Background: an optimization exercise with open tools, aiming at a short achievable clock period and few clock cycles. Do not read the settings as production practice. In this exercise RTL edits were held to simulation tests only and were not proved equivalent to the original. Power is estimated from default activity; no workload was simulated.

### flow/constraint.sdc
create_clock -name core_clock -period 7.0 [get_ports {clock}]
set_input_delay 1.4000 -clock core_clock [delete_from_list [all_inputs] [get_ports {clock}]]
set_output_delay 1.4000 -clock core_clock [all_outputs]
set_load 0.01 [all_outputs]
### flow/design.v
package mcf_pkg;
   localparam int HANDLE_W = 32;
   localparam int ROWS_W = 16;
   localparam int TOTAL_W = 48;
   localparam int USE_W = 4;
   localparam int CNT8_W = 8;
   localparam int CSR_IDX_W = 2;
   localparam int CSR_DATA_W = 16;
   localparam logic [2:0] ACT_PUSH = 3'd0;
   localparam logic [2:0] ACT_PULL = 3'd1;
   localparam logic [2:0] ACT_OPEN_CONS = 3'd2;
   localparam logic [2:0] ACT_CLOSE_CONS = 3'd3;
   localparam logic [2:0] ACT_OPEN_PROD = 3'd4;
   localparam logic [2:0] ACT_CLOSE_PROD = 3'd5;
   localparam logic [1:0] ST_CHUNK = 2'd0;
   localparam logic [1:0] ST_OK = 2'd1;
   localparam logic [1:0] ST_EOS = 2'd2;
   localparam logic [1:0] ST_FULL = 2'd3;
   localparam logic [CSR_IDX_W-1:0] CSR_CONSUMER_COUNT = 2'd0;
   localparam logic [CSR_IDX_W-1:0] CSR_CHUNK_ROWS = 2'd1;
   localparam logic [USE_W-1:0] USE_MAX = 4'd15;
   localparam logic [CNT8_W-1:0] CNT8_MAX = 8'd255;
   typedef struct packed {
      logic [2:0]          action;
      logic [2:0]          consumer;
      logic [HANDLE_W-1:0] chunk_handle;
      logic [ROWS_W-1:0]   row_count;
   } req_type;
   typedef struct packed {
      logic [1:0]          status;
      logic [HANDLE_W-1:0] chunk_handle_out;
      logic                can_accept;
      logic                consumer_ready;
   } rsp_type;
   typedef struct packed {
      logic [HANDLE_W-1:0] handle;
      logic [TOTAL_W-1:0]  offset;
      logic [USE_W-1:0]    use_count;
   } entry_type;
endpackage
module mcf_ring #(
   parameter int DEPTH = 16,
   parameter int AW = 4
) (
   input  logic                      clock,
   input  logic                      we_entry,
   input  logic                      we_use,
   input  logic [AW-1:0]             wr_addr,
   input  mcf_pkg::entry_type        wr_data,
   input  logic [AW-1:0]             rd_addr,
   output mcf_pkg::entry_type        rd_data
);
   logic [mcf_pkg::HANDLE_W+mcf_pkg::TOTAL_W-1:0] data_mem [DEPTH];
   logic [mcf_pkg::USE_W-1:0]                     use_mem [DEPTH];
   logic [mcf_pkg::HANDLE_W+mcf_pkg::TOTAL_W-1:0] data_rd_ff;
   logic [mcf_pkg::USE_W-1:0]                     use_rd_ff;
   always_ff @(posedge clock) begin
      if (we_entry) begin
         data_mem[wr_addr] <= {wr_data.handle, wr_data.offset};
      end
      data_rd_ff <= data_mem[rd_addr];
   end
   always_ff @(posedge clock) begin
      if (we_use) begin
         use_mem[wr_addr] <= wr_data.use_count;
      end
      use_rd_ff <= use_mem[rd_addr];
   end
   assign rd_data.handle = data_rd_ff[mcf_pkg::HANDLE_W+mcf_pkg::TOTAL_W-1:mcf_pkg::TOTAL_W];
   assign rd_data.offset = data_rd_ff[mcf_pkg::TOTAL_W-1:0];
   assign rd_data.use_count = use_rd_ff;
endmodule
module mcf_ctrl #(
   parameter int MAX_CONSUMERS = 8,
   parameter int DEPTH = 16,
   parameter int SCALE = 16,
   parameter int AW = 4
) (
   input  logic                        clock,
   input  logic                        reset,
   input  logic                        req_valid,
   output logic                        req_stall,
   input  mcf_pkg::req_type            req_data,
   input  logic [3:0]                  consumer_count,
   input  logic [mcf_pkg::ROWS_W-1:0]  chunk_rows,
   input  logic                        out_free,
   output logic                        done,
   output mcf_pkg::rsp_type            result,
   output logic                        we_entry,
   output logic                        we_use,
   output logic [AW-1:0]               wr_addr,
   output mcf_pkg::entry_type          wr_data,
   output logic [AW-1:0]               rd_addr,
   input  mcf_pkg::entry_type          rd_data
);
   localparam int CW = $clog2(DEPTH + 1);
   localparam int CIW = (MAX_CONSUMERS > 1) ? $clog2(MAX_CONSUMERS) : 1;
   localparam int FCW = $clog2(MAX_CONSUMERS + 1);
   localparam int OCW = $clog2(MAX_CONSUMERS + 1);
   localparam int TW = mcf_pkg::TOTAL_W;
   localparam int CW1 = CW + 1;
   localparam int OCW1 = OCW + 1;
   typedef enum logic [3:0] {
      S_IDLE, S_EXEC, S_PULL_WB, S_CLOSE_RD, S_CLOSE_WR, S_FAST,
      S_FREE_RD, S_FREE_CHK, S_DONE
   } state_type;
   state_type                     state_ff, state_in;
   mcf_pkg::req_type              item_ff, item_in;
   logic [AW-1:0]                 head_ff, head_in, tail_ff, tail_in;
   logic [CW-1:0]                 count_ff, count_in, walk_ff, walk_in;
   logic [CW-1:0]                 rp_ff [MAX_CONSUMERS];
   logic [CW-1:0]                 rp_in [MAX_CONSUMERS];
   logic [TW-1:0]                 last_ff [MAX_CONSUMERS];
   logic [TW-1:0]                 last_in [MAX_CONSUMERS];
   logic [MAX_CONSUMERS-1:0]      live_ff, live_in;
   logic [mcf_pkg::CNT8_W-1:0]    ocnt_ff [MAX_CONSUMERS];
   logic [mcf_pkg::CNT8_W-1:0]    ocnt_in [MAX_CONSUMERS];
   logic [OCW-1:0]                opc_ff, opc_in;
   logic [mcf_pkg::CNT8_W-1:0]    opp_ff, opp_in;
   logic [TW-1:0]                 total_ff, total_in, fast_ff, fast_in, acc_ff, acc_in;
   logic [FCW-1:0]                fc_ff, fc_in;
   logic [1:0]                    status_ff, status_in;
   logic [mcf_pkg::HANDLE_W-1:0]  hout_ff, hout_in;
   logic [CIW-1:0]                cidx;
   logic                          cvalid;
   logic [CIW-1:0]                fidx;
   logic [AW-1:0]                 pull_idx, walk_idx;
   logic [mcf_pkg::USE_W-1:0]     closed;
   logic [TW-1:0]                 threshold;
   function automatic logic [AW-1:0] ring_add(input logic [AW-1:0] base,
                                              input logic [CW-1:0] offs);
      logic [CW:0] s;
      s = CW1'(base) + CW1'(offs);
      if (s >= CW1'(DEPTH)) begin
         s = s - CW1'(DEPTH);
      end
      ring_add = AW'(s);
   endfunction
   function automatic logic [AW-1:0] ring_inc(input logic [AW-1:0] x);
      ring_inc = (x == AW'(DEPTH - 1)) ? '0 : x + AW'(1);
   endfunction
   function automatic logic [mcf_pkg::USE_W-1:0] use_bump(
      input logic [mcf_pkg::USE_W-1:0] u);
      use_bump = (u == mcf_pkg::USE_MAX) ? u : u + mcf_pkg::USE_W'(1);
   endfunction
   assign cidx = CIW'(item_ff.consumer);
   assign cvalid = ({1'b0, item_ff.consumer} < consumer_count)
                   && (int'(item_ff.consumer) < MAX_CONSUMERS);
   assign fidx = CIW'(fc_ff);
   assign pull_idx = ring_add(head_ff, rp_ff[cidx]);
   assign walk_idx = ring_add(head_ff, walk_ff);
   assign threshold = TW'(chunk_rows) * TW'(SCALE);
   assign req_stall = (state_ff != S_IDLE);
   always_comb begin
      logic [OCW:0] cc_ext;
      logic [OCW:0] diff;
      cc_ext = OCW1'(consumer_count);
      diff = cc_ext - OCW1'(opc_ff);
      if (cc_ext > OCW1'(opc_ff)) begin
         closed = (diff > OCW1'(mcf_pkg::USE_MAX)) ? mcf_pkg::USE_MAX
                                                      : mcf_pkg::USE_W'(diff);
      end else begin
         closed = '0;
      end
   end
   always_comb begin
      state_in = state_ff;
      item_in = item_ff;
      head_in = head_ff;
      tail_in = tail_ff;
      count_in = count_ff;
      walk_in = walk_ff;
      for (int c = 0; c < MAX_CONSUMERS; c++) begin
         rp_in[c] = rp_ff[c];
         last_in[c] = last_ff[c];
         ocnt_in[c] = ocnt_ff[c];
      end
      live_in = live_ff;
      opc_in = opc_ff;
      opp_in = opp_ff;
      total_in = total_ff;
      fast_in = fast_ff;
      acc_in = acc_ff;
      fc_in = fc_ff;
      status_in = status_ff;
      hout_in = hout_ff;
      we_entry = 1'b0;
      we_use = 1'b0;
      wr_addr = tail_ff;
      wr_data = '0;
      rd_addr = head_ff;
      done = 1'b0;
      unique case (state_ff)
         S_IDLE: begin
            if (req_valid) begin
               item_in = req_data;
               status_in = mcf_pkg::ST_OK;
               hout_in = '0;
               state_in = S_EXEC;
            end
         end
         S_EXEC: begin
            state_in = S_FREE_RD;
            priority case (item_ff.action)
               mcf_pkg::ACT_PUSH: begin
                  if (item_ff.row_count != '0) begin
                     if (count_ff == CW'(DEPTH)) begin
                        status_in = mcf_pkg::ST_FULL;
                     end else begin
                        we_entry = 1'b1;
                        we_use = 1'b1;
                        wr_addr = tail_ff;
                        wr_data.handle = item_ff.chunk_handle;
                        wr_data.offset = total_ff;
                        wr_data.use_count = closed;
                        tail_in = ring_inc(tail_ff);
                        count_in = count_ff + CW'(1);
                        total_in = total_ff + TW'(item_ff.row_count);
                     end
                  end
               end
               mcf_pkg::ACT_PULL: begin
                  if (cvalid && live_ff[cidx] && (rp_ff[cidx] < count_ff)) begin
                     rd_addr = pull_idx;
                     state_in = S_PULL_WB;
                  end else if (cvalid) begin
                     status_in = (opp_ff == '0) ? mcf_pkg::ST_EOS : mcf_pkg::ST_OK;
                  end
               end
               mcf_pkg::ACT_OPEN_CONS: begin
                  if (cvalid) begin
                     if (ocnt_ff[cidx] == '0) begin
                        opc_in = opc_ff + OCW'(1);
                     end
                     if (ocnt_ff[cidx] != mcf_pkg::CNT8_MAX) begin
                        ocnt_in[cidx] = ocnt_ff[cidx] + mcf_pkg::CNT8_W'(1);
                     end
                  end
               end
               mcf_pkg::ACT_CLOSE_CONS: begin
                  if (cvalid && (ocnt_ff[cidx] != '0)) begin
                     ocnt_in[cidx] = ocnt_ff[cidx] - mcf_pkg::CNT8_W'(1);
                     if (ocnt_ff[cidx] == mcf_pkg::CNT8_W'(1)) begin
                        if (opc_ff != '0) begin
                           opc_in = opc_ff - OCW'(1);
                        end
                        if (live_ff[cidx]) begin
                           walk_in = rp_ff[cidx];
                           state_in = S_CLOSE_RD;
                        end
                     end
                  end
               end
               mcf_pkg::ACT_OPEN_PROD: begin
                  if (opp_ff != mcf_pkg::CNT8_MAX) begin
                     opp_in = opp_ff + mcf_pkg::CNT8_W'(1);
                  end
               end
               mcf_pkg::ACT_CLOSE_PROD: begin
                  if (opp_ff != '0) begin
                     opp_in = opp_ff - mcf_pkg::CNT8_W'(1);
                  end
               end
               default: begin
               end
            endcase
         end
         S_PULL_WB: begin
            we_use = 1'b1;
            wr_addr = pull_idx;
            wr_data.use_count = use_bump(rd_data.use_count);
            rp_in[cidx] = rp_ff[cidx] + CW'(1);
            last_in[cidx] = rd_data.offset;
            if (rd_data.offset > fast_ff) begin
               fast_in = rd_data.offset;
            end
            status_in = mcf_pkg::ST_CHUNK;
            hout_in = rd_data.handle;
            state_in = S_FREE_RD;
         end
         S_CLOSE_RD: begin
            if (walk_ff < count_ff) begin
               rd_addr = walk_idx;
               state_in = S_CLOSE_WR;
            end else begin
               live_in[cidx] = 1'b0;
               rp_in[cidx] = count_ff;
               fc_in = '0;
               acc_in = '0;
               state_in = S_FAST;
            end
         end
         S_CLOSE_WR: begin
            we_use = 1'b1;
            wr_addr = walk_idx;
            wr_data.use_count = use_bump(rd_data.use_count);
            walk_in = walk_ff + CW'(1);
            state_in = S_CLOSE_RD;
         end
         S_FAST: begin
            if (int'(fc_ff) < MAX_CONSUMERS) begin
               if ((int'(fc_ff) < int'(consumer_count)) && live_ff[fidx]
                   && (last_ff[fidx] > acc_ff)) begin
                  acc_in = last_ff[fidx];
               end
               fc_in = fc_ff + FCW'(1);
            end else begin
               fast_in = acc_ff;
               state_in = S_FREE_RD;
            end
         end
         S_FREE_RD: begin
            rd_addr = head_ff;
            state_in = (count_ff == '0) ? S_DONE : S_FREE_CHK;
         end
         S_FREE_CHK: begin
            if ({1'b0, rd_data.use_count} >= {1'b0, consumer_count}) begin
               head_in = ring_inc(head_ff);
               count_in = count_ff - CW'(1);
               for (int c = 0; c < MAX_CONSUMERS; c++) begin
                  if (rp_ff[c] != '0) begin
                     rp_in[c] = rp_ff[c] - CW'(1);
                  end
               end
               state_in = S_FREE_RD;
            end else begin
               state_in = S_DONE;
            end
         end
         S_DONE: begin
            if (out_free) begin
               done = 1'b1;
               state_in = S_IDLE;
            end
         end
         default: begin
            state_in = S_IDLE;
         end
      endcase
   end
   always_comb begin
      result.status = status_ff;
      result.chunk_handle_out = hout_ff;
      result.can_accept = ((total_ff - fast_ff) > threshold) ? 1'b0 : 1'b1;
      result.consumer_ready = cvalid
         && ((opp_ff == '0) || (live_ff[cidx] && (rp_ff[cidx] < count_ff)));
   end
   always_ff @(posedge clock) begin
      if (reset) begin
         state_ff <= S_IDLE;
         head_ff <= '0;
         tail_ff <= '0;
         count_ff <= '0;
         live_ff <= '1;
         opc_ff <= '0;
         opp_ff <= '0;
         total_ff <= '0;
         fast_ff <= '0;
         for (int c = 0; c < MAX_CONSUMERS; c++) begin
            rp_ff[c] <= '0;
            last_ff[c] <= '0;
            ocnt_ff[c] <= '0;
         end
      end else begin
         state_ff <= state_in;
         head_ff <= head_in;
         tail_ff <= tail_in;
         count_ff <= count_in;
         live_ff <= live_in;
         opc_ff <= opc_in;
         opp_ff <= opp_in;
         total_ff <= total_in;
         fast_ff <= fast_in;
         for (int c = 0; c < MAX_CONSUMERS; c++) begin
            rp_ff[c] <= rp_in[c];
            last_ff[c] <= last_in[c];
            ocnt_ff[c] <= ocnt_in[c];
         end
      end
   end
   always_ff @(posedge clock) begin
      item_ff <= item_in;
      walk_ff <= walk_in;
      acc_ff <= acc_in;
      fc_ff <= fc_in;
      status_ff <= status_in;
      hout_ff <= hout_in;
   end
endmodule
module multicast_fifo_flow_control #(
   parameter int MAX_CONSUMERS = 8,
   parameter int DEPTH = 16,
   parameter int SCALE = 16
) (
   input  logic                                clock,
   input  logic                                reset,
   input  logic                                req_valid,
   output logic                                req_stall,
   input  logic [53:0]                         req_data,
   output logic                                rsp_valid,
   input  logic                                rsp_stall,
   output logic [35:0]                         rsp_data,
   input  logic                                csr_valid,
   output logic                                csr_ready,
   input  logic [mcf_pkg::CSR_IDX_W-1:0]       csr_index,
   input  logic [mcf_pkg::CSR_DATA_W-1:0]      csr_data
);
   localparam int AW = $clog2(DEPTH);
   logic [3:0]                     ccount_ff, ccount_in;
   logic [mcf_pkg::ROWS_W-1:0]     crows_ff, crows_in;
   logic                           rsp_valid_ff, rsp_valid_in;
   mcf_pkg::rsp_type               rsp_data_ff, rsp_data_in;
   logic                           out_free;
   logic                           done;
   mcf_pkg::rsp_type               result;
   logic                           we_entry, we_use;
   logic [AW-1:0]                  wr_addr, rd_addr;
   mcf_pkg::entry_type             wr_data, rd_data;
   assign csr_ready = 1'b1;
   assign out_free = !rsp_valid_ff || !rsp_stall;
   always_comb begin
      logic [3:0] v;
      ccount_in = ccount_ff;
      crows_in = crows_ff;
      v = csr_data[3:0];
      if (csr_valid) begin
         if (csr_index == mcf_pkg::CSR_CONSUMER_COUNT) begin
            if (v == 4'd0) begin
               v = 4'd1;
            end
            if (int'(v) > MAX_CONSUMERS) begin
               v = 4'(MAX_CONSUMERS);
            end
            ccount_in = v;
         end else if (csr_index == mcf_pkg::CSR_CHUNK_ROWS) begin
            crows_in = csr_data;
         end
      end
   end
   always_comb begin
      rsp_valid_in = rsp_valid_ff;
      rsp_data_in = rsp_data_ff;
      if (rsp_valid_ff && !rsp_stall) begin
         rsp_valid_in = 1'b0;
      end
      if (done) begin
         rsp_valid_in = 1'b1;
         rsp_data_in = result;
      end
   end
   always_ff @(posedge clock) begin
      if (reset) begin
         ccount_ff <= 4'd2;
         crows_ff <= 16'd4096;
         rsp_valid_ff <= 1'b0;
      end else begin
         ccount_ff <= ccount_in;
         crows_ff <= crows_in;
         rsp_valid_ff <= rsp_valid_in;
      end
   end
   always_ff @(posedge clock) begin
      rsp_data_ff <= rsp_data_in;
   end
   assign rsp_valid = rsp_valid_ff;
   assign rsp_data = rsp_data_ff;
   mcf_ctrl #(
      .MAX_CONSUMERS(MAX_CONSUMERS),
      .DEPTH(DEPTH),
      .SCALE(SCALE),
      .AW(AW)
   ) u_ctrl (
      .clock(clock),
      .reset(reset),
      .req_valid(req_valid),
      .req_stall(req_stall),
      .req_data(req_data),
      .consumer_count(ccount_ff),
      .chunk_rows(crows_ff),
      .out_free(out_free),
      .done(done),
      .result(result),
      .we_entry(we_entry),
      .we_use(we_use),
      .wr_addr(wr_addr),
      .wr_data(wr_data),
      .rd_addr(rd_addr),
      .rd_data(rd_data)
   );
   mcf_ring #(
      .DEPTH(DEPTH),
      .AW(AW)
   ) u_ring (
      .clock(clock),
      .we_entry(we_entry),
      .we_use(we_use),
      .wr_addr(wr_addr),
      .wr_data(wr_data),
      .rd_addr(rd_addr),
      .rd_data(rd_data)
   );
endmodule
### flow/run.sh
#!/bin/bash
# synth_recipe.tcl (not shown) runs the flow's synth.tcl, then flattens the netlist and writes it again
# the make line also repeats each setting of config.mk as NAME=value (left out here)
make -C /OpenROAD-flow-scripts/flow DESIGN_CONFIG=/design/flow/config.mk WORK_HOME=/design/flow/orfs CLKGATE_MAP_FILE= SYNTH_SCRIPT=/design/flow/synth_recipe.tcl finish
### flow/config.mk
export PLATFORM = sky130hd
export DESIGN_NAME = multicast_fifo_flow_control
export DESIGN_NICKNAME = multicast_fifo_flow_control
export VERILOG_FILES = /design/flow/design.v
export SDC_FILE = /design/flow/constraint.sdc
export NUM_CORES = 4
export LEC_CHECK = 0
export CAP_MARGIN = 20
export CORE_MARGIN = 2
export CORE_UTILIZATION = 40
export SLEW_MARGIN = 20
==> run notes <==
-- through the flow --
step | total power (uW) | area (um^2)
5_1_grt | 36800 | 108000
4_1_cts | 35500 | 108000
2_1_floorplan | 20700 | 94900
3_3_place_gp | 23100 | 100000
3_5_place_dp | 23300 | 100000
6_report | 35300 | 108000
-- synthesized netlist by cell type (11+ instances only) --
cell / n
mux2_2: 96
o21ai_0: 128
a222oi_1: 52
edfxtp_1: 1525
nand2_1: 1259
a22oi_1: 186
or3_1: 15
nor4_1: 22
o21a_1: 30
inv_1: 190
o31ai_1: 11
o21bai_1: 15
and2_1: 140
clkbuf_1: 371
mux4_2: 338
xnor2_1: 84
o211ai_1: 16
a21oi_1: 600
a22o_1: 12
a31oi_1: 30
nand2b_1: 25
buf_1: 41
a21o_1: 79
nor3_1: 66
or2_2: 11
dfxtp_1: 726
and3_1: 52
nor3b_1: 27
nand4_1: 51
buf_2: 57
xor2_1: 28
nor2_1: 408
mux2i_1: 64
a311oi_1: 56
nor2b_1: 43
ha_1: 249
a41oi_1: 49
nand3_1: 55
a211oi_1: 21
a221oi_1: 17
-- worst reg2reg max path, stage by stage (launching register included) --
cell	delay (ps)
edfxtp_1	320
buf_4	210
inv_1	130
ha_1	410
a221oi_1	320
a21oi_1	80
a221oi_1	440
a21oi_1	150
buf_4	190
ha_1	310
a21o_1	180
a21oi_1	190
o2111ai_1	160
a211o_1	400
a21oi_1	200
o221ai_1	330
nor2_4	970
buf_4	550
a22oi_1	130
nand2_1	90
-- layer usage --
metal | wire length (um) | vias up
li1 | - | 27300
met3 | 16900 | 390
met1 | 115000 | 31000
met4 | 6700 | 0
met5 | 0 | -
met2 | 122000 | 2176
-- cell type report --
| type | count | area (um^2) |
|---|---|---|
| antenna | 3 | 7.51 |
| clock buffer | 308 | 6370 |
| clock inverter | 117 | 1220 |
| fill | 21000 | 128000 |
| inverter | 192 | 721 |
| multi-input combinational | 4434 | 32300 |
| sequential | 2251 | 60300 |
| tap | 3150 | 3940 |
| timing repair buffer | 270 | 3090 |
-- registers in the layout, summed over array words and instances (netlist names), 36 cells and up --
name / flops
u_ring.data_mem: 1280
u_ctrl.last_ff: 384
u_ring.data_rd_ff: 80
u_ctrl.ocnt_ff: 64
u_ring.use_mem: 64
u_ctrl.item_ff: 54
u_ctrl.acc_ff: 48
u_ctrl.fast_ff: 48
u_ctrl.total_ff: 48
u_ctrl.rp_ff: 40
rsp_data_ff: 36
-- worst max path at each step --
stage | slack, ps | endpoint | from
detailed placement | 1280 | u_ring.data_rd_ff[47] | u_ctrl.item_ff[49]
global route | 860 | rsp_data_ff[1] | u_ctrl.fast_ff[5]
floorplan | -470 | u_ring.data_mem[6][0] | u_ctrl.item_ff[49]
CTS | 1250 | u_ring.data_rd_ff[47] | u_ctrl.item_ff[49]
global placement | 1440 | u_ring.data_rd_ff[14] | u_ctrl.item_ff[49]
finish | 1180 | u_ring.data_rd_ff[40] | u_ctrl.item_ff[49]
-- cells by family after synthesis --
family / Yosys count
flip-flops: 2251
AND/OR/NAND/NOR: 2197
AO/OA/AOI/OAI: 1366
buffers and inverters: 673
multiplexers: 500
adder cells (fa/ha/maj): 257
XOR/XNOR: 113
other: 1
-- power by group through the flow --
stage	registers (uW)	logic (uW)	clock network, uW
4_1_cts	15700	7310	12400
5_1_grt	15800	8070	12900
3_5_place_dp	16000	7270	0
6_report	15800	7370	12200
3_3_place_gp	16000	7160	0
2_1_floorplan	15600	5020	0
==> results.toml <==
[die]
num_rows = 178
start_util_pct = 40.3
io_pins = 116
fp.coreArea_um2 = 236000
dieArea_um2 = 241000
die_x_um = 491
die_h_um = 491

[placement]
post-place-ws_ps = 1280
port_buffers = 114
dp_cells = 10300
dpl.hpwl_um = 156000
gp_congestion = 0.877

[critical_path]
critical_path_required_ps = 7770
cp_slowest_stage_delay_ps = 970
crit_path_end_kind = "register"
cp.depth = 19
crit_buf_inv = 4
reg2reg_to = "u_ring.data_rd_ff[40]"
r2r_cells = 19
cp_cell_sequence = "buf_4, inv_1, ha_1, a221oi_1, a21oi_1, a221oi_1, a21oi_1, buf_4, ha_1, a21o_1, a21oi_1, o2111ai_1, a211o_1, a21oi_1, o221ai_1, nor2_4, buf_4, a22oi_1, nand2_1"
r2r_setup_slack_ps = 1180
start_kind = "register"
path_class = "register to register"
worstPathArrival_ps = 6590
slowest_stage = "nor2_4"
cp_max_fo = 26
reg2reg_from = "u_ctrl.item_ff[49]"
cp_top_family = "compound AO/OA/AOI/OAI gates"
cp_common_cell = "a21oi_1"

[clock_network]
numClockSinks = 2251
clockBufferDepth = 3
cts_hold_buf = 0
htree_num_levels = 4
cts_tree = "built"
clk_pin_slew_worst_paths_ps = 60
cts_resized = 0
clkLatencyLatePin_ps = 880
cts_root_buf = "clkbuf_16"
post_cts_buffers = 0
numCtsBuffers = 223

[sta]
slew_headroom_pct = 24.1
fin_worst_skew_ps = 59.7
fin_crit_ps = 5820
hold_ws_ps = 419
rsz0062_at_grt = "false"
final-hold-violation-count = 0
worstMarginPinSlew_ps = 1130
maxSlewViolCount = 0
setup_ws_ps = 1180
setup_tns_ps = 0
setup_viol_count_final = 0
max_clock_freq_ghz = 0.172
fin_crit_sh_pct = 83.2

[power_and_ir_drop]
vdd_ir_drop_max_mv = 0.262
switchingPower_uw = 10600
p_clk_share_pct = 34.5
seq_power_share_pct = 44.6
power.density_nw_per_um2 = 327
p_leak_uw = 0.0347
comb_power_share_pct = 20.9
swShare_pct = 30.0
power.internal_uw = 24700

[global_route]
grt_pass1_wl_um = 388000
grt_use_total_pct = 21.1
grt_util_met3_pct = 3.00
grt_pass1_vias = 60200
grt_max_degree = 146
grt_overflow_total = 0
grt_use_met1_pct = 29.6
grt_use_met2_pct = 34.0
antenna_found_initial = 9
busiest_layer = "met2"

[synthesis]
synth_fa_ha_area_share_pct = 3.45
synth_largest_area_cell = "edfxtp_1"
ys.flop_type = "edfxtp_1"
synth_area_leaders = "edfxtp_1 (48%), dfxtp_1 (15%), mux4_2 (8.0%)"
synth_fp_nets = 7692
synth_top_area_share_pct = 48.2
synth.distinct_cells = 75
ys_async_sr_fraction_pct = 0
yosysWarningCount = 9
syn_avg_cell_area_um2 = 12.9
synth-simple-area-share_pct = 10.0
ys_seq_area_share_pct = 63.6
synth_compound_area_share_pct = 9.22
synth_top_family_by_area = "simple AND/OR/NAND/NOR gates"
synthMuxAreaShare_pct = 9.89
synth-edff-count = 1525
synth-xor-area-share_pct = 1.05
synth_area_um2 = 94900
synth_cells = 7358
synth-seq-cells = 2251

[routing]
route.detailed.drc = 0
wl_per_cell_um = 24.3
ant_nets = 0
viasPerCell = 5.68
finalWirelength_um = 260000
drt-initial-drc-count = 6345
vias = 60900
drt_first_pass_iters = 8

[worst_hold_path]
whs_endpoint = "rsp_data_ff[30]"
hp-class = "register to register"
min_path_cells = 0
holdCritStartpoint = "u_ctrl.hout_ff[28]"

[job]
drv_cap = 0

[cells_and_area]
area_delta_synth_final_pct = 13.7
final_common_cell = "edfxtp_1"
final_cell_mix = "edfxtp_1 (1,525), nand2_1 (1,253), dfxtp_1 (726), a21oi_1 (597), nor2_1 (384)"
fin_cells = 10700
finalNetCount = 7706
drive_gt1_share_pct = 13.5
fin_util_pct = 45.8

[outcome]
status = "no timing/DRC/antenna violations"
Testbench counts, summed over its fixed seeds: cycles 18,129.

## what the ideal ports hide
The flow's constraints put no driver on any port. The routed layout listed below was extracted and timed again, unchanged, in two steps. Step 1 sets driving cells, clkbuf_16 on the clock port and buf_2 on the other inputs (assumed; they add their load-dependent delay and slew). Step 2 adds t to the input delays and takes it off the output delays; t is the mean of the earliest and latest rising clock arrival at the registers after step 1. Input paths then give back, and output paths get back, about the clock's delay inside the block. Three values: no drivers, after step 1, after step 2; two values: the first two.
t (ns): 0.937
setup WS [ns]: 1.179 / 1.179 / 1.179
worst hold slack (ns): 0.419 / 0.419 / 0.419
pins driven straight from the clock port: 1
After both steps this run still meets setup and hold. For this run, drivers alone change the setup slack by 0.000 ns; drivers and shift together by 0.000 ns.
